From an optimization exercise on the open Yosys and OpenROAD flow, aimed at small area, a short achievable clock period and few clock cycles per item; shortcuts taken in it are not production practice. Function was checked by simulation only, so behaviour that the tests miss may differ from the original. No activity file was given, so power comes from the tool's default toggle rates.

[flow/run.sh]
#!/bin/bash
# synth_recipe.tcl (not shown) runs the flow's synth.tcl, then flattens the netlist and writes it again
# the make line also repeats each setting of config.mk as NAME=value (left out here)
make -C /OpenROAD-flow-scripts/flow DESIGN_CONFIG=/design/flow/config.mk WORK_HOME=/design/flow/orfs CLKGATE_MAP_FILE= SYNTH_SCRIPT=/design/flow/synth_recipe.tcl finish
[flow/config.mk]
export PLATFORM = sky130hd
export DESIGN_NAME = midpoint_ellipse_rasterizer
export DESIGN_NICKNAME = midpoint_ellipse_rasterizer
export VERILOG_FILES = /design/flow/design.v
export SDC_FILE = /design/flow/constraint.sdc
export NUM_CORES = 4
export LEC_CHECK = 0
export CAP_MARGIN = 20
export CORE_MARGIN = 2
export CORE_UTILIZATION = 45
export SETUP_SLACK_MARGIN = 5
export SLEW_MARGIN = 20
[flow/constraint.sdc]
create_clock -name core_clock -period 10.0 [get_ports {aclk}]
set_input_delay 2.0000 -clock core_clock [delete_from_list [all_inputs] [get_ports {aclk}]]
set_output_delay 2.0000 -clock core_clock [all_outputs]
set_load 0.01 [all_outputs]
[flow/design.v]
package mer_pkg;
endpackage
module mer_add #(parameter int N = 32, parameter int L = (N > 32) ? 6 : (N > 16) ? 5 : (N > 8) ? 4 : 3)
(
    input  logic [N-1:0] a,
    input  logic [N-1:0] b,
    input  logic         cin,
    output logic [N-1:0] s
);
    logic [N-1:0] p, g0;
    logic [N-1:0] G [0:L];
    logic [N-1:0] P [0:L];
    assign p  = a ^ b;
    assign g0 = (a & b) | {{(N-1){1'b0}}, p[0] & cin};
    assign G[0] = g0;
    assign P[0] = p;
    for (genvar l = 0; l < L; l++) begin : lvl
        for (genvar i = 0; i < N; i++) begin : bt
            if (((i >> l) & 1) == 1) begin : comb
                localparam int J = ((i >> l) << l) - 1;
                assign G[l+1][i] = G[l][i] | (P[l][i] & G[l][J]);
                assign P[l+1][i] = P[l][i] & P[l][J];
            end else begin : pass
                assign G[l+1][i] = G[l][i];
                assign P[l+1][i] = P[l][i];
            end
        end
    end
    assign s = p ^ {G[L][N-2:0], cin};
endmodule
module mer_add3 #(parameter int N = 32)
(
    input  logic [N-1:0] a,
    input  logic [N-1:0] b,
    input  logic [N-1:0] c,
    input  logic         cin,
    output logic [N-1:0] s
);
    logic [N-1:0] x, y;
    assign x = a ^ b ^ c;
    assign y = (a & b) | (a & c) | (b & c);
    mer_add #(N) u_add (.a(x), .b({y[N-2:0], cin}), .cin(1'b0), .s(s));
endmodule
module midpoint_ellipse_rasterizer
(
    input  logic         aclk,
    input  logic         aresetn,
    input  logic         s_tvalid,
    output logic         s_tready,
    input  logic [47:0]  s_tdata,
    input  logic [0:0]   s_tuser,
    output logic         m_tvalid,
    input  logic         m_tready,
    output logic [111:0] m_tdata,
    output logic         m_tlast
);
    logic [31:0] d, T, W;
    logic [33:0] H;
    logic [19:0] U, V;
    logic [13:0] px, mx, py, my;
    logic        mv, lastr, rdy, act, r2, pend, ent, first, spend;
    logic        ryodd, rxodd, fix, fixp, zr;
    logic        sPS, sPR, sPM, sF1, sF2;    
    logic        pos1, pos2;                 
    logic        mfirst;                     
    logic [2:0]  dig;                        
    logic [1:0]  dg;                         
    logic        idle, trk;
    logic        xT, xW, xH, c0r;
    logic        hA, hA4, hBn, hBp, hBm, hCv, hCp, hCm;
    logic [1:0]  hI;
    wire [9:0] in_rx = s_tdata[33:24];
    wire [9:0] in_ry = s_tdata[43:34];
    wire fire     = s_tvalid & rdy;
    wire is_start = fire & ~s_tuser[0];
    wire is_step  = fire & s_tuser[0];
    wire out_free = ~mv | m_tready;
    wire go       = ((is_step & act) | pend) & out_free & trk;
    wire adv      = out_free | ~(pos1 | pos2);    
    wire mac      = sPS | sPR | sPM;
    wire lastdig  = (dig == 3'd0);
    wire pmfirst  = sPM & mfirst;
    wire d_m1 = &d;
    wire b1   = ~d[31];                                   
    wire b    = r2 ? (d[31] & ~(spend & d_m1)) : b1;      
    wire aT   = ~r2 | b;
    wire aW   = r2 | b;
    wire [31:0] x0 = ({32{xT}} & T) | ({32{xW}} & W) | ({32{xH}} & H[31:0]);
    logic [31:0] cand0, cand1;
    mer_add  #(32) u_c0 (.a(d), .b(x0), .cin(c0r), .s(cand0));
    mer_add3 #(32) u_c1 (.a(d), .b(T), .c(W), .cin(spend), .s(cand1));
    logic [31:0] tadd, wadd;
    mer_add #(32) u_t (.a(T), .b(ent ? ~{12'b0, U} : {11'b0, U, 1'b0}), .cin(ent), .s(tadd));
    mer_add #(32) u_w (.a(W), .b(ent ? {12'b0, V} : {11'b0, V, 1'b0}), .cin(1'b0), .s(wadd));
    wire [33:0] u2 = {13'b0, U, 1'b0};
    wire [33:0] u1 = {14'b0, U};
    wire [33:0] v1 = {14'b0, V};
    wire [33:0] v2 = {13'b0, V, 1'b0};
    wire [33:0] ha = ({34{hA}} & H) | ({34{hA4}} & {H[31:0], 2'b00}) | {32'b0, hI};
    wire [33:0] hb = ({34{hBn}} & ~u1) | ({34{hBp}} & u2) | ({34{hBm}} & ~u2);
    wire [33:0] hc = ({34{hCv & b1}} & v1) | ({34{hCp}} & u1) | ({34{hCm}} & ~u1);
    logic [33:0] hs;
    mer_add3 #(34) u_h (.a(ha), .b(hb), .c(hc), .cin(hBn & ~fixp), .s(hs));
    logic [33:0] e1x, e1y, e2x, e2y, es;
    wire  [33:0] et = {{2{T[31]}}, T};
    wire  [33:0] ew = {{2{W[31]}}, W};
    wire  [33:0] eu = ~u1;
    wire  [33:0] ev = b1 ? 34'b0 : ~v2;
    assign e1x = et ^ ew ^ eu;
    assign e1y = (et & ew) | (et & eu) | (ew & eu);
    assign e2x = e1x ^ {e1y[32:0], 1'b1} ^ ev;
    assign e2y = (e1x & {e1y[32:0], 1'b1}) | (e1x & ev) | ({e1y[32:0], 1'b1} & ev);
    mer_add #(34) u_e (.a(e2x), .b({e2y[32:0], ~b1}), .cin(1'b0), .s(es));
    wire enter = ~es[33];
    function automatic logic [2:0] topdig(input logic [9:0] m);
        if (m[9:8] != 0)      topdig = 3'd4;
        else if (m[7:6] != 0) topdig = 3'd3;
        else if (m[5:4] != 0) topdig = 3'd2;
        else if (m[3:2] != 0) topdig = 3'd1;
        else                  topdig = 3'd0;
    endfunction
    function automatic logic [1:0] digit(input logic [9:0] m, input logic [2:0] k);
        case (k)
            3'd0:    digit = m[1:0];
            3'd1:    digit = m[3:2];
            3'd2:    digit = m[5:4];
            3'd3:    digit = m[7:6];
            default: digit = m[9:8];
        endcase
    endfunction
    wire [9:0] mult_cur = sPM ? V[9:0] : U[9:0];
    wire [9:0] mult_nxt = V[9:0];       
    wire [2:0] top_nxt  = topdig(mult_nxt);
    wire [2:0] dig_nxt  = lastdig ? top_nxt : dig - 3'd1;
    wire [1:0] dg_nxt   = lastdig ? digit(mult_nxt, top_nxt) : digit(mult_cur, dig - 3'd1);
    wire [2:0] top_in   = topdig(in_ry);
    wire [13:0] px_n = px + 14'd1;
    wire [13:0] mx_n = mx - 14'd1;
    wire [13:0] py_n = py - 14'd1;
    wire [13:0] my_n = my + 14'd1;
    wire        yz_n = aW ? (py_n == my_n) : (py == my);    
    logic act_n, r2_n, pend_n, ent_n, first_n, spend_n, fix_n, fixp_n, rdy_n;
    logic sPS_n, sPR_n, sPM_n, sF1_n, sF2_n, pos1_n, pos2_n, mfirst_n;
    logic [2:0] dig_n;
    logic [1:0] dg_n;
    always_comb begin
        act_n = act; r2_n = r2; pend_n = pend; ent_n = ent; first_n = first;
        spend_n = spend; fix_n = fix; fixp_n = fixp; rdy_n = rdy;
        sPS_n = sPS; sPR_n = sPR; sPM_n = sPM; sF1_n = sF1; sF2_n = sF2;
        pos1_n = pos1; pos2_n = pos2; mfirst_n = mfirst; dig_n = dig; dg_n = dg;
        if (is_start) begin
            sPS_n = 1'b1; sPR_n = 1'b0; sPM_n = 1'b0; sF1_n = 1'b0; sF2_n = 1'b0;
            pos1_n = 1'b1; pos2_n = 1'b1; mfirst_n = 1'b1;
            dig_n = top_in; dg_n = digit(in_ry, top_in);
            act_n = 1'b0; r2_n = 1'b0; pend_n = 1'b0; ent_n = 1'b0; first_n = 1'b0;
            spend_n = 1'b0; fixp_n = 1'b0; rdy_n = 1'b0;
        end else if (~idle) begin
            if (pos1 & out_free)      pos1_n = 1'b0;
            else if (pos2 & out_free) pos2_n = 1'b0;
            if (adv) begin
                if (mac) begin
                    mfirst_n = lastdig;
                    dig_n    = dig_nxt;
                    dg_n     = dg_nxt;
                    if (lastdig) begin
                        sPS_n = 1'b0;
                        sPR_n = sPS;
                        sPM_n = sPR;
                        sF1_n = sPM;
                    end
                end
                if (sF1) begin
                    sF1_n = 1'b0; sF2_n = 1'b1;
                    fix_n = rxodd & cand0[31];
                end
                if (sF2) begin
                    sF2_n = 1'b0;
                    ent_n = zr;
                    act_n = ~zr | (py != my);
                    rdy_n = ~zr;
                    fixp_n = fix;
                end
            end
        end else if (ent) begin
            if (act) begin
                r2_n = 1'b1; first_n = 1'b1;
            end
            ent_n = 1'b0;
            rdy_n = ~pend;
        end else if (go) begin
            act_n   = ~yz_n;
            spend_n = first & ryodd & d[31] & ~d_m1;
            first_n = 1'b0;
            fixp_n  = 1'b0;
            pend_n  = 1'b0;
            ent_n   = enter & ~r2;
            rdy_n   = ~(enter & ~r2);
        end else if (is_step & act) begin
            pend_n = 1'b1;
            rdy_n  = 1'b0;
        end
    end
    wire idle_n = ~(sPS_n | sPR_n | sPM_n | sF1_n | sF2_n);
    wire trk_n  = idle_n & ~ent_n;
    wire macp_n = sPS_n | sPR_n;
    wire pw_n   = ~idle_n & ~pos1_n & pos2_n;      
    always_ff @(posedge aclk) begin
        if (!aresetn) begin
            mv   <= 1'b0;
            rdy  <= 1'b1;
            act  <= 1'b0;
            ent  <= 1'b0;
            pend <= 1'b0;
            spend <= 1'b0;
            first <= 1'b0;
            fixp <= 1'b0;
            sPS <= 1'b0; sPR <= 1'b0; sPM <= 1'b0; sF1 <= 1'b0; sF2 <= 1'b0;
            idle <= 1'b1; trk <= 1'b1;
            xT <= 1'b1; xW <= 1'b0; xH <= 1'b0; c0r <= 1'b0;
            hA <= 1'b1; hA4 <= 1'b0; hBn <= 1'b1; hCv <= 1'b1;
            hBp <= 1'b0; hCp <= 1'b0; hBm <= 1'b0; hCm <= 1'b0; hI <= 2'b00;
        end else begin
            if (go)            mv <= 1'b1;
            else if (m_tready) mv <= 1'b0;
            act <= act_n; r2 <= r2_n; pend <= pend_n; ent <= ent_n; first <= first_n;
            spend <= spend_n; fix <= fix_n; fixp <= fixp_n; rdy <= rdy_n;
            sPS <= sPS_n; sPR <= sPR_n; sPM <= sPM_n; sF1 <= sF1_n; sF2 <= sF2_n;
            pos1 <= pos1_n; pos2 <= pos2_n; mfirst <= mfirst_n; dig <= dig_n; dg <= dg_n;
            idle <= idle_n;
            trk  <= trk_n;
            xT   <= (trk_n & ~r2_n) | (~idle_n & pos1_n) | (sPM_n & mfirst_n);
            xW   <= (trk_n & r2_n) | pw_n;
            xH   <= (idle_n & ent_n) | sF1_n;
            c0r  <= sF2_n ? fix_n : (pw_n | (trk_n & spend_n));
            hA   <= trk_n | sF2_n;
            hA4  <= ((macp_n | sPM_n) & ~mfirst_n) | sF1_n;
            hBn  <= trk_n;
            hCv  <= trk_n;
            hBp  <= (macp_n & dg_n[1]) | sF1_n;
            hCp  <= (macp_n & dg_n[0]) | sF1_n;
            hBm  <= (sPM_n & dg_n[1]) | sF2_n;
            hCm  <= (sPM_n & dg_n[0]) | sF2_n;
            hI   <= sPM_n ? {dg_n[1] & dg_n[0], dg_n[1] ^ dg_n[0]} : 2'b00;
        end
    end
    always_ff @(posedge aclk) begin
        if (is_start) begin
            U     <= {10'b0, in_ry};
            V     <= {10'b0, in_rx};
            T     <= {22'b0, in_ry};
            W     <= ~{22'b0, in_ry};
            d     <= {4'b0, s_tdata[11:0], 4'b0, s_tdata[23:12]};
            rxodd <= in_rx[0];
            ryodd <= in_ry[0];
            zr    <= (in_rx == 10'd0) | (in_ry == 10'd0);
        end else if (~idle) begin
            if (pos1 & out_free) begin
                px <= cand0[29:16]; mx <= cand0[29:16]; py <= cand0[13:0];
            end else if (pos2 & out_free) begin
                my <= cand0[13:0];
            end
            if (adv) begin
                if (mac) H <= hs;
                if (pmfirst) d <= cand0;                                
                if (mac & lastdig) begin
                    if (sPS) begin                                      
                        T <= hs[31:0];
                        U <= V;
                        V <= U;
                    end else if (sPR) begin                             
                        U <= hs[19:0];
                        d <= {14'b0, hs[19:2]};
                    end else begin                                      
                        W <= {hs[30:0], 1'b0};
                    end
                end
                if (sF1) begin                                          
                    H <= hs;
                    d <= cand0;                                         
                    V <= U;                                             
                    U <= T[19:0];                                       
                end
                if (sF2) begin                                          
                    H <= {{2{hs[33]}}, hs[33:2]};
                    d <= cand0;                                         
                    T <= tadd;                                          
                    W <= wadd;                                          
                end
            end
        end else if (ent) begin
            if (act) begin                                              
                d <= cand0;
                T <= tadd;
                W <= wadd;
            end
        end else if (go) begin
            d <= b ? cand1 : cand0;
            if (aT) begin T <= tadd; px <= px_n; mx <= mx_n; end
            if (aW) begin W <= wadd; py <= py_n; my <= my_n; end
            if (~r2) H <= hs;
            lastr <= yz_n;
        end
    end
    assign s_tready = rdy;
    assign m_tvalid = mv;
    assign m_tlast  = lastr;
    assign m_tdata  = {my, mx, my, px, py, mx, py, px};
endmodule
==> impl_metrics.tcl, run 1 <==
set metrics [dict create \
    status "no timing/DRC/antenna violations" \
    worstPathCellList "buf_12 > nor2b_4 > buf_8 > a221o_1 > fa_1 > ha_2 > fa_2 > a21o_1 > nand4_1 > a21oi_2 > nor2_4 > buf_4 > a21oi_1 > a21o_1 > a21o_1 > xnor2_1 > nor2_1 > a211o_1" \
    grt_use_total_pct 29.03 \
    cp.arrival_ps 5270 \
    cp-start-kind "flip-flop" \
    start_util_pct 45.30 \
    synthAdderAreaFrac_pct 20.41 \
    worstHoldPathType "flip-flop to flip-flop" \
    setup_tns_ps 0 \
    via_per_inst 6.068 \
    place_congestion 0.9602 \
    fin_worst_skew_ps 21.55 \
    area_growth_syn_to_layout_pct 13.99 \
    ant_nets 0 \
    crit_path_end_kind "flip-flop" \
    fin_area_um2 29680 \
    p_leak_nw 12.40 \
    ir_drop_v 0.0001544 \
    cp_slowest_stage_delay_ps 790 \
    yosysSeqAreaShare_pct 27.83 \
    avgSynthCellArea_um2 8.799 \
    synth_cells 2959 \
    slew_viol_final 0 \
    drc_errors 0 \
    power_density_nw_per_um2 281.6 \
    drv_cap 0 \
    rsz0062_at_grt "true" \
    dr.pass1.iters 10 \
    worst_pin_slew_ps 1053 \
    die_y_um 244.5 \
    grt_pass1_vias 21810 \
    cts_tree "done" \
    synth_compound_area_share_pct 20.99 \
    path_class "flip-flop to flip-flop" \
    finalHoldViolations 0 \
    avgRoutedWirePerCell_um 23.10 \
    max_freq_ghz 0.2017 \
    fp.dieArea_um2 59800 \
    dp.final_hpwl_mm 67.39 \
    grt.overflow.total 0 \
    worst-path-max-fanout 6 \
    drt_iter0_markers 2431 \
    h-tree-depth 2 \
    grt_max_degree 84 \
    muxShareOfSynthArea_pct 2.499 \
    layout.nets 3428 \
    setup_viol 0 \
    core_um2 57480 \
    layout_common_cells "276 x inv_1, 255 x a21oi_1, 230 x nand2_1" \
    num_rows 88 \
    ys.flop_type "edfxtp_1" \
    synth-simple-area-share_pct 14.01 \
    synthArstFlopShare_pct 0 \
    worst_skew_pair.late_latency_ps 560 \
    synth_seq_cells 267 \
    clock-root-buffer "clkbuf_16" \
    required_ps 10310 \
    grt_pass1_wl_mm 132.6 \
    ios 168 \
    period_share_pct 49.59 \
    period_minus_slack_ps 4959 \
    vias 23230 \
    synthXorXnorAreaFrac_pct 6.627 \
    place_area_um2 28000 \
    final_common_cell "inv_1" \
    synth_edf_count 190 \
    routed_wirelength_mm 88.44 \
    synth_top_family_by_area "compound AO/OA/AOI/OAI gates" \
    relSlewSlack_pct 29.61 \
    clk_path_buf_depth 3 \
    numClockSinks 267 \
    drive_above_1_share_pct 6.793 \
    cpMostUsedCell "a21o_1" \
    cp_slowest_cell "xnor2_1" \
    clk_pin_slew_worst_paths_ps 60 \
    synth.distinct_cells 73 \
    numCtsBuffers 35 \
    syn-num-nets 3351 \
    antenna_found_initial 1 \
    syn-cell-area_um2 26040 \
    portBuffers 163 \
    synth_warnings 7 \
    die_w_um 244.5 \
]
==> metrics by stage <==
step	total power, mW	cells	hold slack, ps	utilization, %	setup WS, ps
global placement	6.625	3727	491.6	48.72	3698
floorplan	5.204	2959	466.1	-	5002
finish	8.358	3828	522.0	51.64	5041
detailed placement	6.737	3727	508.9	48.72	3693
CTS	8.201	3811	521.6	51.30	4973
global route	8.969	3827	556.4	51.63	4879
==> what timing repair did <==
action                     CTS  global route
resized for setup           31            20
setup endpoints to repair   91            31
hold buffers                 0             0
gates cloned                 2             0
buffers inserted            19            15
pin swaps                   14            13
==> routing by layer <==
layer,track usage [%],share of wire (%),up-vias
met5,0,0,-
met4,11.05,3.7,0
met3,5.345,9.6,172
met2,42.78,42,1179
met1,42.09,44,11220
li1,-,-,10660
==> Yosys cell counts, types with 47 or more instances <==
cell,instances,area (µm²)
xnor2_1,119,1042
clkbuf_1,113,424.2
dfxtp_1,77,1541
nand2_1,231,867.1
fa_1,143,2863
xor2_1,78,683.2
a21oi_1,260,1301
buf_4,56,420.4
and2_1,61,381.6
nor2_1,232,870.8
o21ai_0,194,970.9
edfxtp_1,190,5705
mux2i_1,47,470.5
ha_1,196,2452
inv_1,278,1044
a21o_1,58,435.4
==> worst max-delay path: cells and delay by family (launching register included) <==
kind	cells	cell delay (ps)
adder cells (fa/ha/maj)	3	1000
flip-flops	1	360
AO/OA/AOI/OAI	7	1420
AND/OR/NAND/NOR	4	670
buffers and inverters	3	460
XOR/XNOR	1	790
==> report_power, final <==
part           leakage [nW]  total (mW)  internal (mW)  switching [mW]
registers              2.39        1.85           1.50           0.348
logic                  9.45        5.23           2.14            3.09
clock network         0.561        1.28          0.748           0.528
total                  12.4        8.36           4.39            3.97
==> kinds of logic after synthesis <==
| logic type | count (synthesis) |
|---|---|
| muxes | 63 |
| adders and majority gates | 339 |
| DFF | 267 |
| buffers and inverters | 473 |
| AOI/OAI and AO/OA | 845 |
| xor gates and xnor gates | 197 |
| and+or+nand+nor | 775 |
==> final timing paths <==
path | start | slack, ps | depth (start not counted) | endpoint
max | hCv | 5040 | 18 | W[19]
min | fix | 520 | 2 | fixp
max reg2reg | hCv | 5040 | 18 | W[19]
min reg2reg | fix | 520 | 2 | fixp
==> sequential cells by signal, summed over array words and instances (netlist names), 2 cells and up <==
name	cells
W	32
py	14
V	20
T	32
d	32
H	34
my	14
dig	3
U	20
mx	14
dg	2
hI	2
px	14
==> final cells by class <==
class	count	area, µm²
sequential	267	7263
clock buffer	44	982.2
multi-input combinational	2219	17040
antenna	1	2.502
inverter	281	1057
timing repair buffer	232	2232
clock inverter	19	148.9
tap	765	957.2
fill	5325	27800
Testbench counts, summed over its fixed seeds: cycles 19,090, items 16,698.
==> run 2, diff against run 1 <==
--- a/flow/design.v
+++ b/flow/design.v
@@ -67,3 +67,3 @@
     logic [1:0]  dg;                         
-    logic        idle, trk;
+    logic        idle;
     logic        xT, xW, xH, c0r;
@@ -77,3 +77,3 @@
     wire out_free = ~mv | m_tready;
-    wire go       = ((is_step & act) | pend) & out_free & trk;
+    wire go       = ((is_step & act) | pend) & out_free & idle & ~ent;
     wire adv      = out_free | ~(pos1 | pos2);    
@@ -87,5 +87,5 @@
     wire aW   = r2 | b;
-    wire [31:0] x0 = ({32{xT}} & T) | ({32{xW}} & W) | ({32{xH}} & H[31:0]);
+    wire [31:0] x0 = ({32{xT & ~ent}} & T) | ({32{xW & ~ent}} & W) | ({32{xH}} & H[31:0]) | ({32{ent}} & H[33:2]);
     logic [31:0] cand0, cand1;
-    mer_add  #(32) u_c0 (.a(d), .b(x0), .cin(c0r), .s(cand0));
+    mer_add  #(32) u_c0 (.a(d), .b(x0), .cin(c0r & ~ent), .s(cand0));
     mer_add3 #(32) u_c1 (.a(d), .b(T), .c(W), .cin(spend), .s(cand1));
@@ -98,5 +98,7 @@
     wire [33:0] v2 = {13'b0, V, 1'b0};
+    wire [33:0] u4 = {12'b0, U, 2'b11};
+    wire [33:0] v4 = {12'b0, V, 2'b00};
     wire [33:0] ha = ({34{hA}} & H) | ({34{hA4}} & {H[31:0], 2'b00}) | {32'b0, hI};
-    wire [33:0] hb = ({34{hBn}} & ~u1) | ({34{hBp}} & u2) | ({34{hBm}} & ~u2);
-    wire [33:0] hc = ({34{hCv & b1}} & v1) | ({34{hCp}} & u1) | ({34{hCm}} & ~u1);
+    wire [33:0] hb = ({34{hBn}} & ~{u4[33:2], fixp, fixp}) | ({34{hBp}} & u2) | ({34{hBm}} & ~u2);
+    wire [33:0] hc = ({34{hCv & b1}} & v4) | ({34{hCp}} & u1) | ({34{hCm}} & ~u1);
     logic [33:0] hs;
@@ -203,3 +205,2 @@
     wire idle_n = ~(sPS_n | sPR_n | sPM_n | sF1_n | sF2_n);
-    wire trk_n  = idle_n & ~ent_n;
     wire macp_n = sPS_n | sPR_n;
@@ -217,3 +218,3 @@
             sPS <= 1'b0; sPR <= 1'b0; sPM <= 1'b0; sF1 <= 1'b0; sF2 <= 1'b0;
-            idle <= 1'b1; trk <= 1'b1;
+            idle <= 1'b1;
             xT <= 1'b1; xW <= 1'b0; xH <= 1'b0; c0r <= 1'b0;
@@ -229,11 +230,10 @@
             idle <= idle_n;
-            trk  <= trk_n;
-            xT   <= (trk_n & ~r2_n) | (~idle_n & pos1_n) | (sPM_n & mfirst_n);
-            xW   <= (trk_n & r2_n) | pw_n;
-            xH   <= (idle_n & ent_n) | sF1_n;
-            c0r  <= sF2_n ? fix_n : (pw_n | (trk_n & spend_n));
-            hA   <= trk_n | sF2_n;
+            xT   <= (idle_n & ~r2_n) | (~idle_n & pos1_n) | (sPM_n & mfirst_n);
+            xW   <= (idle_n & r2_n) | pw_n;
+            xH   <= sF1_n;
+            c0r  <= sF2_n ? fix_n : (pw_n | (idle_n & spend_n));
+            hA   <= idle_n | sF2_n;
             hA4  <= ((macp_n | sPM_n) & ~mfirst_n) | sF1_n;
-            hBn  <= trk_n;
-            hCv  <= trk_n;
+            hBn  <= idle_n;
+            hCv  <= idle_n;
             hBp  <= (macp_n & dg_n[1]) | sF1_n;
@@ -264,5 +264,5 @@
                 if (pmfirst) d <= cand0;                                
+                if (sPR & mfirst) T <= H[31:0];                         
                 if (mac & lastdig) begin
                     if (sPS) begin                                      
-                        T <= hs[31:0];
                         U <= V;
@@ -272,4 +272,2 @@
                         d <= {14'b0, hs[19:2]};
-                    end else begin                                      
-                        W <= {hs[30:0], 1'b0};
                     end
@@ -278,2 +276,3 @@
                     H <= hs;
+                    W <= {H[30:0], 1'b0};                               
                     d <= cand0;                                         
@@ -283,3 +282,3 @@
                 if (sF2) begin                                          
-                    H <= {{2{hs[33]}}, hs[33:2]};
+                    H <= hs;
                     d <= cand0;                                         
--- a/flow/config.mk
+++ b/flow/config.mk
@@ -10,3 +10,3 @@
 export CORE_UTILIZATION = 45
-export SETUP_SLACK_MARGIN = 5
+export SETUP_SLACK_MARGIN = 4
 export SLEW_MARGIN = 20
==> run 2 against run 1 <==
Non-clock buffer count fell by 31. Largest power group unchanged. Critical path depth grew 2. Via count rose by 5.2%. Sequential cell count is 2 lower. Routed wire length is 6.4% higher. Core utilization decreased by 0.98 points. Worst setup slack worse by 910 ps.
==> impl_metrics.tcl, run 2 <==
set metrics [dict create \
    synth_warnings 7 \
    synth_top_area_share_pct 21.44 \
    cts_tree "done" \
    antenna_cells 0 \
    grt_pass1_wl_mm 141.1 \
    finalHoldViolations 0 \
    clk_pin_slew_worst_paths_ps 60 \
    yosysMostFrequentCell "nor2_1" \
    ios 168 \
    drive_above_1_share_pct 5.071 \
    path_class "flip-flop to flip-flop" \
    via_per_inst 6.282 \
    slew_viol_final 0 \
    die_w_um 247.2 \
    ys_top_cells_by_area "edfxtp_1 21%, fa_1 11%, ha_1 9.2%" \
    required_ps 10310 \
    clk_path_buf_depth 3 \
    start_util_pct 45.27 \
    portBuffers 163 \
    clock-root-buffer "clkbuf_16" \
    synth.distinct_cells 90 \
    ir_drop_v 0.0001421 \
    vias 24430 \
    multiInputGateArea_um2 17520 \
    cp-start-kind "flip-flop" \
    p_leak_nw 12.02 \
    yosys.area.top_type "edfxtp_1" \
    yosysSeqAreaShare_pct 27.08 \
    grt_pass1_vias 23280 \
    holdWs_ps 515.7 \
    num_rows 89 \
    regMostFlops "H" \
    h-tree-depth 2 \
    avgSynthCellArea_um2 8.707 \
    period_share_pct 58.65 \
    synth_commonest_cells "257 x nor2_1, 251 x inv_1, 244 x a21oi_1, 225 x nand2_1, 196 x ha_1" \
    fin_worst_skew_ps 27.25 \
    largest_reg_flops 34 \
    antenna_found_initial 2 \
    worst_pin_slew_ps 1048 \
    syn-cell-area_um2 26620 \
    place_congestion 0.9786 \
    drv_cap 0 \
    ys.flop_type "edfxtp_1" \
    worst-path-max-fanout 33 \
    ant_nets 0 \
    synth_cells 3057 \
    syn-num-nets 3449 \
    area_growth_syn_to_layout_pct 11.90 \
    dp.final_hpwl_mm 71.10 \
    finalWorstSetupSlack_ps 4135 \
    fp.dieArea_um2 61110 \
    seqCellArea_um2 7219 \
    cp.arrival_ps 6180 \
    grt_use_total_pct 30.35 \
    drt_iter0_markers 2364 \
    numClockSinks 265 \
    avgRoutedWirePerCell_um 24.19 \
    synthArstFlopShare_pct 0 \
    layout.nets 3482 \
    core_um2 58800 \
    drc_errors 0 \
    fillers 5491 \
    synth_edf_count 190 \
    routed_wirelength_mm 94.06 \
    grt_max_degree 83 \
    max_freq_ghz 0.1705 \
    worstHoldPathType "flip-flop to flip-flop" \
    grt.overflow.total 0 \
    power_density_nw_per_um2 267.8 \
    numCtsBuffers 34 \
    dp_slack_ps 3982 \
    die_y_um 247.2 \
    rsz0062_at_grt "true" \
    setup_viol 0 \
    worst_skew_pair.late_latency_ps 580 \
    setup_tns_ps 0 \
    final_common_cell "nor2_1" \
    status "no timing/DRC/antenna violations" \
    hold_buffers 0 \
    relSlewSlack_pct 30.04 \
    layout_common_cells "255 x nor2_1, 250 x inv_1, 244 x a21oi_1" \
    dr.pass1.iters 8 \
    period_minus_slack_ps 5865 \
    synth_seq_cells 265 \
    crit_path_end_kind "flip-flop" \
]
[run 2: worst paths after layout]
check              from    end  slack, ps  depth (start not counted)
setup / recovery    hCv  H[33]       4130                         20
hold / removal    first  first        520                          2
setup reg to reg    hCv  H[33]       4130                         20
hold reg to reg   first  first        520                          2
[run 2: worst max-delay path, cell delays in order, from the launching register on]
cell       delay, ps
dfxtp_4          340
inv_1             40
buf_4            470
nor2_1            80
buf_4            240
a221oi_1         450
fa_1             540
inv_1             80
ha_1             220
a21o_1           210
nand4_1          130
a21oi_1          170
o211ai_1         440
a2111oi_0        310
o41ai_1          660
o21ai_1          210
o21ai_0          180
nand2b_1          90
fa_1             380
xor2_1           180
xnor2_1          150
[run 2: kinds of logic (layout without fill, tap and decap cells)]
| group | count (synthesis) | after routing | share of synthesized area [%] |
|---|---|---|---|
| AOI/OAI and AO/OA | 930 | 930 | 22.88 |
| xor gates and xnor gates | 167 | 167 | 5.495 |
| adders and majority gates | 339 | 339 | 19.97 |
| buffers and inverters | 457 | 516 | 7.244 |
| DFF | 265 | 265 | 27.08 |
| muxes | 63 | 63 | 2.468 |
| and+or+nand+nor | 836 | 836 | 14.86 |
[run 2: what timing repair did]
action,in CTS,in global routing
resized for setup,2,2
setup buffers,0,1
setup endpoints to repair,2,3
pin swaps,0,0
[run 2: metrics by stage]
step / instance area (µm²) / std cells / total power, mW / util (%)
CTS: 29750 / 3888 / 7.881 / 50.61
global route: 29780 / 3889 / 8.573 / 50.66
detailed placement: 28560 / 3826 / 6.496 / 48.57
finish: 29780 / 3889 / 7.975 / 50.66
global placement: 28560 / 3826 / 6.402 / 48.57
floorplan: 26620 / 3057 / 5.044 / -
[run 2: final cells by class]
class / count / share of cell area [%]
tap: 773 / 3.247
sequential: 265 / 24.24
multi-input combinational: 2335 / 58.83
clock buffer: 36 / 2.953
clock inverter: 26 / 1.042
timing repair buffer: 201 / 6.490
inverter: 253 / 3.197
[run 2: routing by layer]
layer / vias up / GRT usage [%] / part of all wire, % / wire length [µm]
li1: 11100 / - / - / -
met1: 11840 / 42.74 / 43 / 40700
met2: 1273 / 46.09 / 43 / 40760
met5: - / 0 / 0 / 0
met4: 0 / 11.71 / 4.1 / 3840
met3: 219 / 5.589 / 9.3 / 8760
[run 2: power by group]
part           internal, mW  switching [mW]
Sequential             1.48           0.354
Combinational          1.93            2.85
Clock                 0.801           0.558
Total                  4.21            3.77
Testbench counts of run 2, summed over its fixed seeds: cycles 19,090, items 16,698.
==> run 3, diff against run 2 <==
--- a/flow/config.mk
+++ b/flow/config.mk
@@ -10,3 +10,3 @@
 export CORE_UTILIZATION = 45
-export SETUP_SLACK_MARGIN = 4
+export SETUP_SLACK_MARGIN = 3
 export SLEW_MARGIN = 20
==> run 3 against run 2 <==
Synthesized cell count is the same. Core utilization barely moved. Still clean on timing, DRC and antenna. Clock power hardly changed. Total power rose by 0.17%. Critical path type unchanged.
==> impl_metrics.tcl, run 3 <==
set metrics [dict create \
    status "no timing/DRC/antenna violations" \
    yosysSeqAreaShare_pct 27.08 \
    numClockSinks 265 \
    grt_max_degree 92 \
    synth_top_area_share_pct 21.44 \
    worstPathCellList "inv_1 > nor2_1 > nor2_1 > fa_1 > inv_1 > ha_1 > fa_1 > a21o_1 > nand4_1 > a21oi_1 > o211ai_1 > a2111oi_0 > o41ai_1 > o21ai_1 > o21ai_0 > nand2b_1 > fa_1 > xor2_1 > xnor2_1" \
    yosysMostFrequentCell "nor2_1" \
    clk_path_buf_depth 3 \
    rsz0062_at_grt "false" \
    period_minus_slack_ps 6252 \
    drv_cap 0 \
    place_congestion 0.9822 \
    cts_tree "done" \
    start_util_pct 45.27 \
    switching_share_pct 46.97 \
    cts_setup_buffers 0 \
    drt_iter0_markers 2580 \
    finalHoldViolations 0 \
    h-tree-depth 2 \
    final_common_cell "nor2_1" \
    drc_errors 0 \
    required_ps 10300 \
    die_w_um 247.2 \
    synth_commonest_cells "257 x nor2_1, 251 x inv_1, 244 x a21oi_1, 225 x nand2_1, 196 x ha_1" \
    numCtsBuffers 34 \
    clk_pin_slew_worst_paths_ps 70 \
    p_int_mw 4.237 \
    slew_viol_final 0 \
    synth.distinct_cells 90 \
    max_freq_ghz 0.1600 \
    final_util_pct 50.65 \
    cpMostUsedCell "fa_1" \
    cp_slowest_cell "dfxtp_4" \
    grt_pass1_wl_mm 142.8 \
    ir_drop_v 0.0001213 \
    worst-path-max-fanout 41 \
    ios 168 \
    grt_use_total_pct 30.73 \
    antenna_cells 0 \
    grt_pass1_vias 23340 \
    p_seq_share_pct 23.0 \
    relSlewSlack_pct 31.57 \
    path_class "flip-flop to flip-flop" \
    ys_top_cells_by_area "edfxtp_1 21%, fa_1 11%, ha_1 9.2%" \
    ys.flop_type "edfxtp_1" \
    layout.nets 3483 \
    avgSynthCellArea_um2 8.707 \
    p_leak_nw 12.02 \
    largest_reg_flops 34 \
    via_per_inst 6.260 \
    power_density_nw_per_um2 268.2 \
    worstHoldPathType "flip-flop to flip-flop" \
    core_um2 58800 \
    num_rows 89 \
    ant_nets 0 \
    synth_warnings 7 \
    drive_above_1_share_pct 5.104 \
    switching_power_mw 3.752 \
    period_share_pct 62.52 \
    syn-cell-area_um2 26620 \
    pwr-share-clk_pct 17.1 \
    synth_seq_cells 265 \
    layout_common_cells "255 x nor2_1, 250 x inv_1, 244 x a21oi_1" \
    routed_wirelength_mm 94.21 \
    yosys.area.top_type "edfxtp_1" \
    crit_path_end_kind "flip-flop" \
    antenna_found_initial 1 \
    regMostFlops "H" \
    synth_edf_count 190 \
    avgRoutedWirePerCell_um 24.23 \
    worst_skew_pair.late_latency_ps 570 \
    portBuffers 163 \
    setup_tns_ps 0 \
    dp.final_hpwl_mm 72.15 \
    dr.pass1.iters 6 \
    grt.overflow.total 0 \
    synth_cells 3057 \
    syn-num-nets 3449 \
    synthArstFlopShare_pct 0 \
    power_frac_comb_pct 60.0 \
    vias 24340 \
    die_y_um 247.2 \
    hold_buffers 0 \
    fin_worst_skew_ps 43.65 \
    area_growth_syn_to_layout_pct 11.89 \
    worst_pin_slew_ps 1025 \
    cts-resized-gates 0 \
    fp.dieArea_um2 61110 \
    cp.arrival_ps 6550 \
    clock-root-buffer "clkbuf_16" \
    cp_slowest_stage_delay_ps 740 \
    cp-start-kind "flip-flop" \
    setup_viol 0 \
]
run 3: cell count changes in the layout (fill, tap and decap cells not counted), moves of 2 or more:
| cell | previous run | this run |
|---|---|---|
| dfxtp_2 | 1 | 3 |
| inv_6 | 3 | 1 |
| clkinv_1 | 6 | 4 |
| clkbuf_8 | 0 | 2 |
| buf_4 | 36 | 39 |
run 3: power by group through the flow:
stage                     clock (mW)  combinational [mW]  sequential (mW)
final                           1.36                4.79             1.84
after global routing            1.42                5.35             1.86
after CTS                       1.38                4.72             1.82
after detailed placement           0                4.68             1.85
after global placement             0                4.58             1.84
after floorplan                    0                3.37             1.68
run 3: metrics by stage:
| step | cell area (µm²) | hold WS, ps | cells | total power [mW] | setup slack (ps) |
|---|---|---|---|---|---|
| floorplan | 26620 | 432.2 | 3057 | 5.044 | 3843 |
| global placement | 28580 | 494.1 | 3828 | 6.425 | 3921 |
| detailed placement | 28580 | 503.8 | 3828 | 6.526 | 3828 |
| CTS | 29780 | 511.6 | 3888 | 7.924 | 3748 |
| global route | 29780 | 563.7 | 3888 | 8.631 | 3509 |
| finish | 29780 | 530.2 | 3888 | 7.989 | 3748 |
run 3: cells by family after synthesis:
kind of cell	Yosys count	synth area share, %
muxes	63	2.468
AOI/OAI and AO/OA	930	22.88
xor gates and xnor gates	167	5.495
DFF	265	27.08
and+or+nand+nor	836	14.86
buffers and inverters	457	7.244
adders and majority gates	339	19.97
run 3: area by class of cell:
| cell class | count | area, µm² |
|---|---|---|
| clock buffers | 39 | 932.1 |
| clock inverters | 21 | 270.3 |
| fillers | 5458 | 29010 |
| inverters | 253 | 952.2 |
| multi-input cells | 2335 | 17520 |
| flip-flops and latches | 265 | 7218 |
| well taps | 773 | 967.2 |
| repair buffers | 202 | 1924 |
run 3: worst paths after layout:
check / startpoint / to / slack [ps] / cells after the start
worst min-delay path: first / first / 530 / 2
worst max-delay path: hCv / H[33] / 3750 / 19
worst min register to register: first / first / 530 / 2
worst max register to register: hCv / H[33] / 3750 / 19
run 3: per-layer routing:
| metal | global-route usage (%) | wire, µm | vias up |
|---|---|---|---|
| li1 | - | - | 11090 |
| met1 | 43.75 | 40720 | 11890 |
| met2 | 46.70 | 41100 | 1168 |
| met3 | 5.850 | 9071 | 187 |
| met4 | 10.25 | 3290 | 4 |
| met5 | 0 | 27 | - |
run 3: worst max-delay path: cells and delay by family (launching register included):
family,cells,cell delay [ps]
AND/OR/NAND/NOR,4,660
flip-flops,1,740
AO/OA/AOI/OAI,7,2230
XOR/XNOR,2,320
adder cells (fa/ha/maj),4,1510
buffers and inverters,2,480
==> run 4, diff against run 3 <==
--- a/flow/config.mk
+++ b/flow/config.mk
@@ -10,3 +10,3 @@
 export CORE_UTILIZATION = 45
-export SETUP_SLACK_MARGIN = 3
+export SETUP_SLACK_MARGIN = 5
 export SLEW_MARGIN = 20
==> run 4 against run 3 <==
Cell area increased by 0.45%. Clock skew decreased by 20 ps. Via count increased by 1.4%. Critical path type unchanged. Synthesized cell count unchanged. Register-to-register slack improved by 1300 ps. Largest power group unchanged. Global-route usage increased by 0.20 points.
==> impl_metrics.tcl, run 4 <==
set metrics [dict create \
    die_w_um 247.2 \
    rsz0062_at_grt "true" \
    cp.arrival_ps 5210 \
    drc_errors 0 \
    drive_above_1_share_pct 5.474 \
    synth_commonest_cells "257 x nor2_1, 251 x inv_1, 244 x a21oi_1, 225 x nand2_1, 196 x ha_1" \
    synth.distinct_cells 90 \
    synth_cells 3057 \
    drt_iter0_markers 2792 \
    via_per_inst 6.331 \
    cpMostUsedCell "fa_1" \
    regMostFlops "H" \
    largest_reg_flops 34 \
    grt.overflow.total 0 \
    ant_nets 0 \
    yosysMostFrequentCell "nor2_1" \
    syn-num-nets 3449 \
    cp_slowest_stage_delay_ps 470 \
    ios 168 \
    setup_viol 0 \
    grt_max_degree 98 \
    layout_common_cells "254 x nor2_1, 249 x inv_1, 242 x a21oi_1" \
    avgRoutedWirePerCell_um 24.43 \
    core_um2 58800 \
    p_leak_nw 12.04 \
    period_minus_slack_ps 4920 \
    worst-path-max-fanout 20 \
    synth_top_area_share_pct 21.44 \
    clk_pin_slew_worst_paths_ps 60 \
    grt_use_total_pct 30.93 \
    cp-start-kind "flip-flop" \
    ir_drop_v 0.0001456 \
    dr.pass1.iters 6 \
    vias 24680 \
    relSlewSlack_pct 28.50 \
    place_area_um2 28560 \
    fin_worst_skew_ps 23.47 \
    syn-cell-area_um2 26620 \
    numCtsBuffers 35 \
    slew_viol_final 0 \
    h-tree-depth 2 \
    hold_buffers 0 \
    antenna_found_initial 2 \
    yosys.area.top_type "edfxtp_1" \
    clk_path_buf_depth 3 \
    numClockSinks 265 \
    drv_cap 0 \
    yosysSeqAreaShare_pct 27.08 \
    finalHoldViolations 0 \
    synth_edf_count 190 \
    period_share_pct 49.20 \
    clock-root-buffer "clkbuf_16" \
    place_congestion 0.9523 \
    cp_top_family "compound AO/OA/AOI/OAI gates" \
    avgSynthCellArea_um2 8.707 \
    routed_wirelength_mm 95.24 \
    final_common_cell "nor2_1" \
    fin_area_um2 29920 \
    status "no timing/DRC/antenna violations" \
    dp.final_hpwl_mm 71.89 \
    worstPathCellList "buf_8 > nor2_1 > buf_6 > a221oi_2 > fa_1 > inv_1 > ha_1 > a21o_1 > a21oi_1 > a21oi_2 > o211ai_1 > buf_4 > a2111oi_2 > o41ai_2 > o21ai_1 > o21ai_0 > nand2b_1 > fa_1 > xor2_1 > xnor2_1" \
    worst_skew_pair.late_latency_ps 560 \
    cp_slowest_cell "fa_1" \
    start_util_pct 45.27 \
    ys_top_cells_by_area "edfxtp_1 21%, fa_1 11%, ha_1 9.2%" \
    num_rows 89 \
    synthArstFlopShare_pct 0 \
    power_density_nw_per_um2 267.7 \
    cp_num_buf_inv 4 \
    max_freq_ghz 0.2033 \
    fp.dieArea_um2 61110 \
    cts_tree "done" \
    worstHoldPathType "flip-flop to flip-flop" \
    path_class "flip-flop to flip-flop" \
    final_util_pct 50.88 \
    setup_tns_ps 0 \
    ys.flop_type "edfxtp_1" \
    finalWorstSetupSlack_ps 5080 \
    layout.nets 3490 \
    crit_path_end_kind "flip-flop" \
    synth_seq_cells 265 \
    required_ps 10290 \
    portBuffers 163 \
    worst_pin_slew_ps 1069 \
    grt_pass1_wl_mm 144.2 \
    dp_slack_ps 4156 \
    synth_warnings 7 \
    grt_pass1_vias 23680 \
    die_y_um 247.2 \
    area_growth_syn_to_layout_pct 12.40 \
]
-- run 4: cell count changes in the layout (fill, tap and decap cells not counted), sizes merged --
cell / previous run / this run
clkbuf: 39 / 52
buf: 39 / 45
bufinv: 6 / 3
clkinv: 10 / 7
inv: 254 / 251
clkinvlp: 4 / 3
diode: 0 / 1
-- run 4: cell type report --
class	count	area (µm²)
diodes	1	2.502
clock buffers	52	992.2
clock inverters	11	131.4
fillers	5471	28880
inverters	253	960.9
multi-input cells	2335	17600
flip-flops and latches	265	7223
well taps	773	967.2
repair buffers	208	2044
-- run 4: through the flow --
stage,total power [mW],instances,hold slack [ps]
5_1_grt,8.606,3897,551.3
4_1_cts,7.886,3893,506.7
2_1_floorplan,5.044,3057,432.2
3_5_place_dp,6.554,3826,497.2
6_report,8.009,3898,505.4
3_3_place_gp,6.451,3826,487.6
-- run 4: layer usage --
layer	up-vias	share of wire [%]	GRT usage, %
li1	11100	-	-
met1	12060	43	43.53
met2	1311	44	47.40
met3	203	9.8	5.817
met4	0	3.6	10.88
met5	-	0	0
-- run 4: worst paths after layout --
kind         start     to  cells past startpoint  slack (ps)
max          d[31]  H[33]                     20        5080
min          first  first                      2         510
min reg2reg  first  first                      2         510
max reg2reg  d[31]  H[33]                     20        5080
-- run 4: repair_timing --
| action | 4_1_cts | 5_1_grt |
|---|---|---|
| setup endpoints to repair | 15 | 22 |
| gates resized for setup | 11 | 25 |
| endpoints found under the hold margin | 0 | 0 |
| pin swaps | 2 | 2 |
| setup buffers | 4 | 4 |
-- run 4: cells by family (layout without fill, tap and decap cells) --
family	after synthesis	count (layout)	synth area share, %
flip-flops	265	265	27.08
XOR/XNOR	167	167	5.495
multiplexers	63	63	2.468
adder cells (fa/ha/maj)	339	339	19.97
AND/OR/NAND/NOR	836	836	14.86
buffers and inverters	457	524	7.244
other	0	1	0
AO/OA/AOI/OAI	930	930	22.88
-- run 4: worst min-delay path, cell delays in order, from the launching register on --
cell	delay [ps]
dfxtp_1	320
o21ai_0	80
a21oi_1	60
-- run 4: power breakdown --
part           total, mW  internal (mW)  switching [mW]  leakage (nW)
Combinational       4.88           1.95            2.93          9.13
Sequential          1.84           1.48           0.359          2.38
Clock               1.29          0.764           0.527         0.539
Total               8.01           4.19            3.82          12.0
==> run 5, diff against run 4 <==
--- a/flow/design.v
+++ b/flow/design.v
@@ -62,2 +62,3 @@
     logic        ryodd, rxodd, fix, fixp, zr;
+    logic        b1r;                        
     logic        sPS, sPR, sPM, sF1, sF2;    
@@ -83,3 +84,3 @@
     wire d_m1 = &d;
-    wire b1   = ~d[31];                                   
+    wire b1   = b1r;                                      
     wire b    = r2 ? (d[31] & ~(spend & d_m1)) : b1;      
@@ -89,3 +90,3 @@
     logic [31:0] cand0, cand1;
-    mer_add  #(32) u_c0 (.a(d), .b(x0), .cin(c0r & ~ent), .s(cand0));
+    mer_add  #(32) u_c0 (.a(d), .b(x0), .cin((c0r | (sF2 & fix)) & ~ent), .s(cand0));
     mer_add3 #(32) u_c1 (.a(d), .b(T), .c(W), .cin(spend), .s(cand1));
@@ -105,13 +106,11 @@
     mer_add3 #(34) u_h (.a(ha), .b(hb), .c(hc), .cin(hBn & ~fixp), .s(hs));
-    logic [33:0] e1x, e1y, e2x, e2y, es;
-    wire  [33:0] et = {{2{T[31]}}, T};
-    wire  [33:0] ew = {{2{W[31]}}, W};
-    wire  [33:0] eu = ~u1;
-    wire  [33:0] ev = b1 ? 34'b0 : ~v2;
-    assign e1x = et ^ ew ^ eu;
-    assign e1y = (et & ew) | (et & eu) | (ew & eu);
-    assign e2x = e1x ^ {e1y[32:0], 1'b1} ^ ev;
-    assign e2y = (e1x & {e1y[32:0], 1'b1}) | (e1x & ev) | ({e1y[32:0], 1'b1} & ev);
-    mer_add #(34) u_e (.a(e2x), .b({e2y[32:0], ~b1}), .cin(1'b0), .s(es));
-    wire enter = ~es[33];
+    logic [31:0] e1x, e1y, e2x, e2y, es;
+    wire  [31:0] eu = ~u1[31:0];
+    wire  [31:0] ev = b1 ? 32'b0 : ~v2[31:0];
+    assign e1x = T ^ W ^ eu;
+    assign e1y = (T & W) | (T & eu) | (W & eu);
+    assign e2x = e1x ^ {e1y[30:0], 1'b1} ^ ev;
+    assign e2y = (e1x & {e1y[30:0], 1'b1}) | (e1x & ev) | ({e1y[30:0], 1'b1} & ev);
+    mer_add #(32) u_e (.a(e2x), .b({e2y[30:0], ~b1}), .cin(1'b0), .s(es));
+    wire enter = ~es[31];
     function automatic logic [2:0] topdig(input logic [9:0] m);
@@ -233,3 +232,3 @@
             xH   <= sF1_n;
-            c0r  <= sF2_n ? fix_n : (pw_n | (idle_n & spend_n));
+            c0r  <= pw_n | (idle_n & spend_n);
             hA   <= idle_n | sF2_n;
@@ -263,3 +262,3 @@
                 if (mac) H <= hs;
-                if (pmfirst) d <= cand0;                                
+                if (pmfirst) begin d <= cand0; b1r <= ~cand0[31]; end                                
                 if (sPR & mfirst) T <= H[31:0];                         
@@ -272,2 +271,3 @@
                         d <= {14'b0, hs[19:2]};
+                        b1r <= 1'b1;
                     end
@@ -278,2 +278,3 @@
                     d <= cand0;                                         
+                    b1r <= ~cand0[31];
                     V <= U;                                             
@@ -284,2 +285,3 @@
                     d <= cand0;                                         
+                    b1r <= ~cand0[31];
                     T <= tadd;                                          
@@ -291,2 +293,3 @@
                 d <= cand0;
+                b1r <= ~cand0[31];
                 T <= tadd;
@@ -296,2 +299,3 @@
             d <= b ? cand1 : cand0;
+            b1r <= ~(b ? cand1[31] : cand0[31]);
             if (aT) begin T <= tadd; px <= px_n; mx <= mx_n; end
==> run 5 against run 4 <==
Clock skew down 8.6 ps. Clock power fell by 9%. Critical path depth down 8. First-iteration DRC count is 19% lower. Largest cell class unchanged. Via count decreased by 6.0%.
==> impl_metrics.tcl, run 5 <==
set metrics [dict create \
    cp_slowest_cell "xnor2_1" \
    syn-cell-area_um2 26150 \
    drv_cap 0 \
    setup_viol 0 \
    yosys.area.top_type "edfxtp_1" \
    synth_cells 2977 \
    grt_pass1_vias 21940 \
    fin_worst_skew_ps 14.83 \
    fin_area_um2 29380 \
    cp_slowest_stage_delay_ps 670 \
    dr.pass1.iters 6 \
    max_freq_ghz 0.2035 \
    synth_edf_count 191 \
    fillers 5323 \
    area_growth_syn_to_layout_pct 12.36 \
    via_per_inst 6.084 \
    power_density_nw_per_um2 243.1 \
    cp_num_buf_inv 2 \
    regMostFlops "H" \
    cp.arrival_ps 5430 \
    num_rows 88 \
    core_um2 57590 \
    clk_path_buf_depth 3 \
    routed_wirelength_mm 87.38 \
    numClockSinks 266 \
    drt_iter0_markers 2263 \
    crit_path_end_kind "flip-flop" \
    cp_top_family "compound AO/OA/AOI/OAI gates" \
    ys_top_cells_by_area "edfxtp_1 22%, fa_1 11%, ha_1 9.1%" \
    synth_seq_cells 266 \
    drive_above_1_share_pct 5.711 \
    layout.nets 3409 \
    grt_max_degree 86 \
    p_seq_share_pct 24.7 \
    place_congestion 0.9568 \
    cpMostUsedCell "o211ai_1" \
    syn-num-nets 3363 \
    clk_pin_slew_worst_paths_ps 60 \
    worst_skew_pair.late_latency_ps 600 \
    p_int_mw 3.817 \
    setup_tns_ps 0 \
    relSlewSlack_pct 33.90 \
    yosysSeqAreaShare_pct 27.67 \
    switching_power_mw 3.325 \
    die_y_um 245.1 \
    ir_drop_v 0.0001583 \
    period_minus_slack_ps 4915 \
    cp-start-kind "flip-flop" \
    synth_warnings 7 \
    synth.distinct_cells 86 \
    avgRoutedWirePerCell_um 22.92 \
    seqCellArea_um2 7256 \
    drc_errors 0 \
    switching_share_pct 46.56 \
    synth_commonest_cells "259 x inv_1, 251 x a21oi_1, 251 x nor2_1, 205 x nand2_1, 195 x o21ai_0" \
    avgSynthCellArea_um2 8.784 \
    largest_reg_flops 34 \
    vias 23200 \
    cts_tree "done" \
    fp.dieArea_um2 60050 \
    yosysMostFrequentCell "inv_1" \
    synthArstFlopShare_pct 0 \
    worst_pin_slew_ps 989.3 \
    grt_pass1_wl_mm 132.4 \
    h-tree-depth 1 \
    pwr-share-clk_pct 16.4 \
    grt_use_total_pct 28.42 \
    worstPathCellList "buf_4 > inv_1 > fa_1 > ha_1 > nand4_1 > nor2_1 > o211ai_1 > o211ai_1 > a221oi_2 > xnor2_1 > o21ai_0 > o211ai_1" \
    worst-path-max-fanout 28 \
    finalHoldViolations 0 \
    power_frac_comb_pct 58.9 \
    worstHoldPathType "flip-flop to flip-flop" \
    final_common_cell "inv_1" \
    layout_common_cells "258 x inv_1, 250 x nor2_1, 249 x a21oi_1" \
    start_util_pct 45.41 \
    hold_buffers 0 \
    place_area_um2 28100 \
    p_total_mw 7.142 \
    antenna_found_initial 4 \
    slew_viol_final 0 \
    required_ps 10510 \
    path_class "flip-flop to flip-flop" \
    ios 168 \
    p_leak_nw 11.77 \
    grt.overflow.total 0 \
    multiInputGateArea_um2 17120 \
    period_share_pct 49.15 \
    portBuffers 163 \
    dp.final_hpwl_mm 67.07 \
    die_w_um 245.1 \
    status "no timing/DRC/antenna violations" \
    ys.flop_type "edfxtp_1" \
    ant_nets 0 \
    rsz0062_at_grt "false" \
    numCtsBuffers 31 \
    synth_top_area_share_pct 21.93 \
    holdWs_ps 513.8 \
    clock-root-buffer "clkbuf_16" \
]
-- run 5: cell types whose count changed in the layout (fill, tap and decap cells not counted), moves of 10 or more --
| cell | previous run | this run |
|---|---|---|
| nor2b_1 | 18 | 43 |
| nand2_1 | 225 | 205 |
| nor3_1 | 59 | 40 |
| xnor2_1 | 105 | 124 |
| clkbuf_1 | 14 | 2 |
| a31oi_1 | 41 | 30 |
| a221oi_1 | 34 | 44 |
| nand2b_1 | 18 | 28 |
-- run 5: final cells by class --
| type | count | share of cell area (%) |
|---|---|---|
| multi-input combinational | 2252 | 58.26 |
| sequential | 266 | 24.69 |
| timing repair buffer | 211 | 7.039 |
| clock buffer | 33 | 2.666 |
| tap | 765 | 3.258 |
| clock inverter | 24 | 0.7154 |
| inverter | 261 | 3.364 |
| antenna | 1 | 0.008516 |
-- run 5: power groups by stage --
stage	combinational (mW)	sequential, mW	clock (mW)
3_5_place_dp	4.05	1.78	0
6_report	4.21	1.76	1.17
2_1_floorplan	2.87	1.64	0
5_1_grt	4.65	1.79	1.23
3_3_place_gp	3.95	1.78	0
4_1_cts	4.10	1.76	1.18
-- run 5: logic make-up (layout without fill, tap and decap cells) --
logic type / count (synthesis) / count (layout) / share of synthesized area [%]
buffers and inverters: 459 / 529 / 7.411
adder cells (fa/ha/maj): 333 / 333 / 20.01
XOR/XNOR: 190 / 190 / 6.364
other: 0 / 1 / 0
AND/OR/NAND/NOR: 796 / 796 / 14.62
AO/OA/AOI/OAI: 876 / 876 / 21.67
flip-flops: 266 / 266 / 27.67
multiplexers: 57 / 57 / 2.254
-- run 5: layer usage --
layer  vias up  GRT usage (%)  part of all wire (%)
met5         -              0                 0.015
met4         2          7.981                   3.1
met3       131          4.428                   9.0
met2      1072          43.90                    43
met1     11290          41.08                    45
li1      10710              -                     -
-- run 5: final timing paths --
path / start / to / slack, ps / cells past startpoint
setup / recovery: b1r / rdy / 5080 / 12
hold / removal: mv / pend / 510 / 2
setup reg to reg: b1r / rdy / 5080 / 12
hold reg to reg: mv / pend / 510 / 2
-- run 5: worst reg2reg max path, delay by kind of cell (launching register included) --
family	cells	cell delay (ps)
adder cells (fa/ha/maj)	2	970
XOR/XNOR	1	670
flip-flops	1	450
AO/OA/AOI/OAI	5	1380
buffers and inverters	2	940
AND/OR/NAND/NOR	2	400
-- run 5: what timing repair did --
| action | in CTS | in global routing |
|---|---|---|
| resized for setup | 14 | 18 |
| endpoints found under the setup margin | 22 | 18 |
| pin swaps | 1 | 10 |
| buffers inserted | 3 | 13 |
| gates cloned | 0 | 0 |
-- run 5: metrics by stage --
| step | utilization, % | std cells | worst slack [ps] |
|---|---|---|---|
| 5_1_grt | 51.02 | 3812 | 5020 |
| 3_3_place_gp | 48.74 | 3738 | 4436 |
| 6_report | 51.03 | 3813 | 5085 |
| 2_1_floorplan | - | 2977 | 5041 |
| 4_1_cts | 50.68 | 3799 | 5000 |
| 3_5_place_dp | 48.79 | 3739 | 4408 |
Testbench counts of run 5, summed over its fixed seeds: cycles 19,090, items 16,698.
==> run 6, diff against run 5 <==
==> flow/flow/run.sh (new file) <==
#!/bin/bash
# The standard layout, with the repair steps aiming for more setup slack
# than the clock needs (the clock and constraints are unchanged).
set -euo pipefail
bash standard.sh SETUP_SLACK_MARGIN=5.6 finish > standard_flow.log 2>&1
==> flow/standard.sh (new file) <==
#!/bin/bash
# synth_recipe.tcl (not shown) runs the flow's synth.tcl, then flattens the netlist and writes it again
# the make line also repeats each setting of config.mk as NAME=value (left out here)
make -C /OpenROAD-flow-scripts/flow DESIGN_CONFIG=/design/flow/config.mk WORK_HOME=/design/flow/orfs CLKGATE_MAP_FILE= SYNTH_SCRIPT=/design/flow/synth_recipe.tcl "${@:-finish}"
--- a/flow/config.mk
+++ b/flow/config.mk
@@ -10,3 +10,2 @@
 export CORE_UTILIZATION = 45
-export SETUP_SLACK_MARGIN = 5
 export SLEW_MARGIN = 20
removed: flow/run.sh
==> run 6 against run 5 <==
Core utilization grew 1.6 points. Register-to-register slack improved by 410 ps. Non-clock buffer count is 36 higher. Combinational power grew 4%. Sequential power is essentially flat. Maximum frequency up 9.0%. Sequential share of layout area down 0.72 points. Hold slack better by 0.65 ps. Final cell count up 1.1%. Critical endpoint is now H[33].
==> impl_metrics.tcl, run 6 <==
set metrics [dict create \
    status "no timing/DRC/antenna violations" \
    layout_common_cells "248 x nor2_1, 247 x inv_1, 245 x a21oi_1" \
    p_total_mw 7.410 \
    worstHoldPathType "flip-flop to flip-flop" \
    drt_iter0_markers 2332 \
    numClockSinks 266 \
    antenna_cells 0 \
    avgSynthCellArea_um2 8.784 \
    portBuffers 163 \
    syn-num-nets 3363 \
    fin_worst_skew_ps 17.34 \
    final_common_cell "nor2_1" \
    yosysSeqAreaShare_pct 27.67 \
    num_rows 88 \
    largest_reg_flops 34 \
    core_um2 57590 \
    synth_top_family_by_area "compound AO/OA/AOI/OAI gates" \
    grt_pass1_vias 22250 \
    period_minus_slack_ps 4509 \
    grt.overflow.total 0 \
    ir_drop_v 0.0001062 \
    required_ps 10290 \
    h-tree-depth 2 \
    worst_pin_slew_ps 979.6 \
    hp-start "mv" \
    power_density_nw_per_um2 244.4 \
    place_area_um2 28130 \
    drc_errors 0 \
    placed_cells 3736 \
    drv_cap 0 \
    worstReg2RegStart "hCv" \
    max_freq_ghz 0.2218 \
    cp.arrival_ps 4800 \
    synth.distinct_cells 86 \
    path_class "flip-flop to flip-flop" \
    grt_use_total_pct 29.17 \
    crit_path_end_kind "flip-flop" \
    avgRoutedWirePerCell_um 23.30 \
    layout.nets 3451 \
    period_share_pct 45.09 \
    synth_warnings 7 \
    clk_path_buf_depth 3 \
    synthXorXnorAreaFrac_pct 6.364 \
    rsz0062_at_grt "true" \
    worst-path-max-fanout 11 \
    area_growth_syn_to_layout_pct 15.95 \
    routed_wirelength_mm 89.81 \
    fin_area_um2 30320 \
    clock-root-buffer "clkbuf_16" \
    synth_top_area_share_pct 21.93 \
    antenna_found_initial 3 \
    worst_skew_pair.late_latency_ps 550 \
    finalHoldViolations 0 \
    numCtsBuffers 34 \
    p_leak_nw 12.12 \
    muxShareOfSynthArea_pct 2.254 \
    synthArstFlopShare_pct 0 \
    ant_nets 0 \
    synth_commonest_cells "259 x inv_1, 251 x a21oi_1, 251 x nor2_1, 205 x nand2_1, 195 x o21ai_0" \
    ys.flop_type "edfxtp_1" \
    synth_cells 2977 \
    grt_max_degree 78 \
    ios 168 \
    grt_pass1_wl_mm 134.7 \
    synth-simple-area-share_pct 14.62 \
    synth_compound_area_share_pct 21.67 \
    syn-cell-area_um2 26150 \
    synth_seq_cells 266 \
    synthAdderAreaFrac_pct 20.01 \
    drive_above_1_share_pct 9.256 \
    start_util_pct 45.41 \
    synth_edf_count 191 \
    regMostFlops "H" \
    place_congestion 0.9630 \
    die_y_um 245.1 \
    dp.final_hpwl_mm 67.04 \
    cp-start-kind "flip-flop" \
    yosysMostFrequentCell "inv_1" \
    slew_viol_final 0 \
    relSlewSlack_pct 34.55 \
    cts_tree "done" \
    hold_buffers 0 \
    yosys.area.top_type "edfxtp_1" \
    fp.dieArea_um2 60050 \
    vias 23380 \
    via_per_inst 6.065 \
    die_w_um 245.1 \
    crit_start "hCv" \
    dr.pass1.iters 6 \
    ys_top_cells_by_area "edfxtp_1 22%, fa_1 11%, ha_1 9.1%" \
    instances_no_fill 3855 \
    setup_viol 0 \
    clk_pin_slew_worst_paths_ps 60 \
    setup_tns_ps 0 \
]
==> run 6: cell counts after synthesis <==
No cell type changed its count.
==> run 6: area by class of cell <==
cell class	count	area (µm²)
Fill cell	5286	27260
Timing Repair Buffer	247	2466
Inverter	261	998.5
Sequential cell	266	7268
Multi-Input combinational cell	2254	17500
Clock buffer	43	925.9
Tap cell	765	957.2
Clock inverter	18	192.7
Timing Repair inverter	1	7.507
==> run 6: critical path: stages, from the launching register on <==
cell      delay [ps]
dfxtp_4          400
buf_4            150
buf_4            150
buf_12           160
a221oi_4         270
fa_1             430
inv_1             90
ha_1             280
and4_1           200
a221o_1          380
nor2_4           180
o211ai_4         110
o31ai_4          210
o21ai_2          100
o221a_2          260
o21ai_2          120
nand2b_1         100
fa_2             340
xor2_1           170
xnor2_1          150
==> run 6: worst paths after layout <==
path         cells after the start    end  slack (ps)
max                             19  H[33]        5490
min reg2reg                      2   pend         510
max reg2reg                     19  H[33]        5490
min                              2   pend         510
==> run 6: report_power, final <==
group | switching (mW) | leakage [nW] | internal, mW
combinational | 2.56 | 9.19 | 1.80
clock | 0.523 | 0.545 | 0.760
sequential | 0.310 | 2.38 | 1.45
total | 3.40 | 12.1 | 4.01
==> run 6: per-layer routing <==
layer | wire length [µm] | track usage [%] | vias to the layer above
met3 | 7867 | 5.554 | 151
li1 | - | - | 10810
met2 | 39530 | 45.01 | 1062
met4 | 2870 | 8.501 | 2
met1 | 39530 | 41.45 | 11360
met5 | 17 | 0 | -
==> run 6: kinds of logic (layout without fill, tap and decap cells) <==
kind of cell,count (synthesis),after routing
mux,57,57
xor+xnor,190,190
simple gates,796,798
buf+inv,459,570
compound gates,876,876
flops,266,266
fa+ha+maj,333,333
==> run 6: metrics by stage <==
step	util (%)	hold slack (ps)	setup WS (ps)
2_1_floorplan	-	477.0	5454
3_3_place_gp	48.85	502.8	4402
3_5_place_dp	48.85	502.5	4334
4_1_cts	51.81	515.5	5462
5_1_grt	52.65	548.1	5339
6_report	52.65	514.5	5491
==> run 6: what timing repair did <==
action | 4_1_cts | 5_1_grt
setup endpoints to repair | 195 | 126
gates resized for setup | 52 | 71
gates cloned | 4 | 1
buffers inserted | 31 | 22
endpoints found under the hold margin | 0 | 0
pin swaps | 19 | 24

-- afterwards: timing with drivers on the ports --
The results above use ideal ports. As a check the final layouts listed here were re-extracted and re-timed, cells and wires unchanged.
Step 1 (the two cells are an assumption about what drives the block):
set clk [get_ports {aclk}]
set_driving_cell -lib_cell sky130_fd_sc_hd__clkbuf_16 $clk
set_driving_cell -lib_cell sky130_fd_sc_hd__buf_2 [delete_from_list [all_inputs] $clk]
Step 2 also shifts input and output timing later by t, the mid clock arrival at the registers, as if the neighbouring blocks saw the same clock.
Slacks: no drivers / after step 1 / after step 2; pairs: no drivers / after step 1.
| run | shift t [ns] | setup WS [ns] | worst hold slack (ns) | worst slew at a driven data input, ns | pins driven straight from the clock port |
|---|---|---|---|---|---|
| run 1 | 0.608 | 5.041 / 5.041 / 4.588 | 0.522 / 0.522 / 0.522 | 0.08 | 1 |
| run 2 | 0.631 | 4.135 / 4.135 / 4.135 | 0.516 / 0.516 / 0.516 | 0.05 | 1 |
| run 3 | 0.611 | 3.748 / 3.748 / 3.748 | 0.530 / 0.530 / 0.530 | 0.05 | 1 |
| run 4 | 0.611 | 5.080 / 5.080 / 4.558 | 0.505 / 0.505 / 0.505 | 0.05 | 1 |
| run 5 | 0.654 | 5.085 / 5.085 / 4.582 | 0.514 / 0.514 / 0.514 | 0.07 | 1 |
| run 6 | 0.597 | 5.491 / 5.491 / 5.089 | 0.514 / 0.514 / 0.514 | 0.07 | 1 |
After both steps setup and hold are still met in every run listed. For run 4, which loses most, drivers alone change the setup slack by 0.000 ns; drivers and shift together by -0.522 ns.
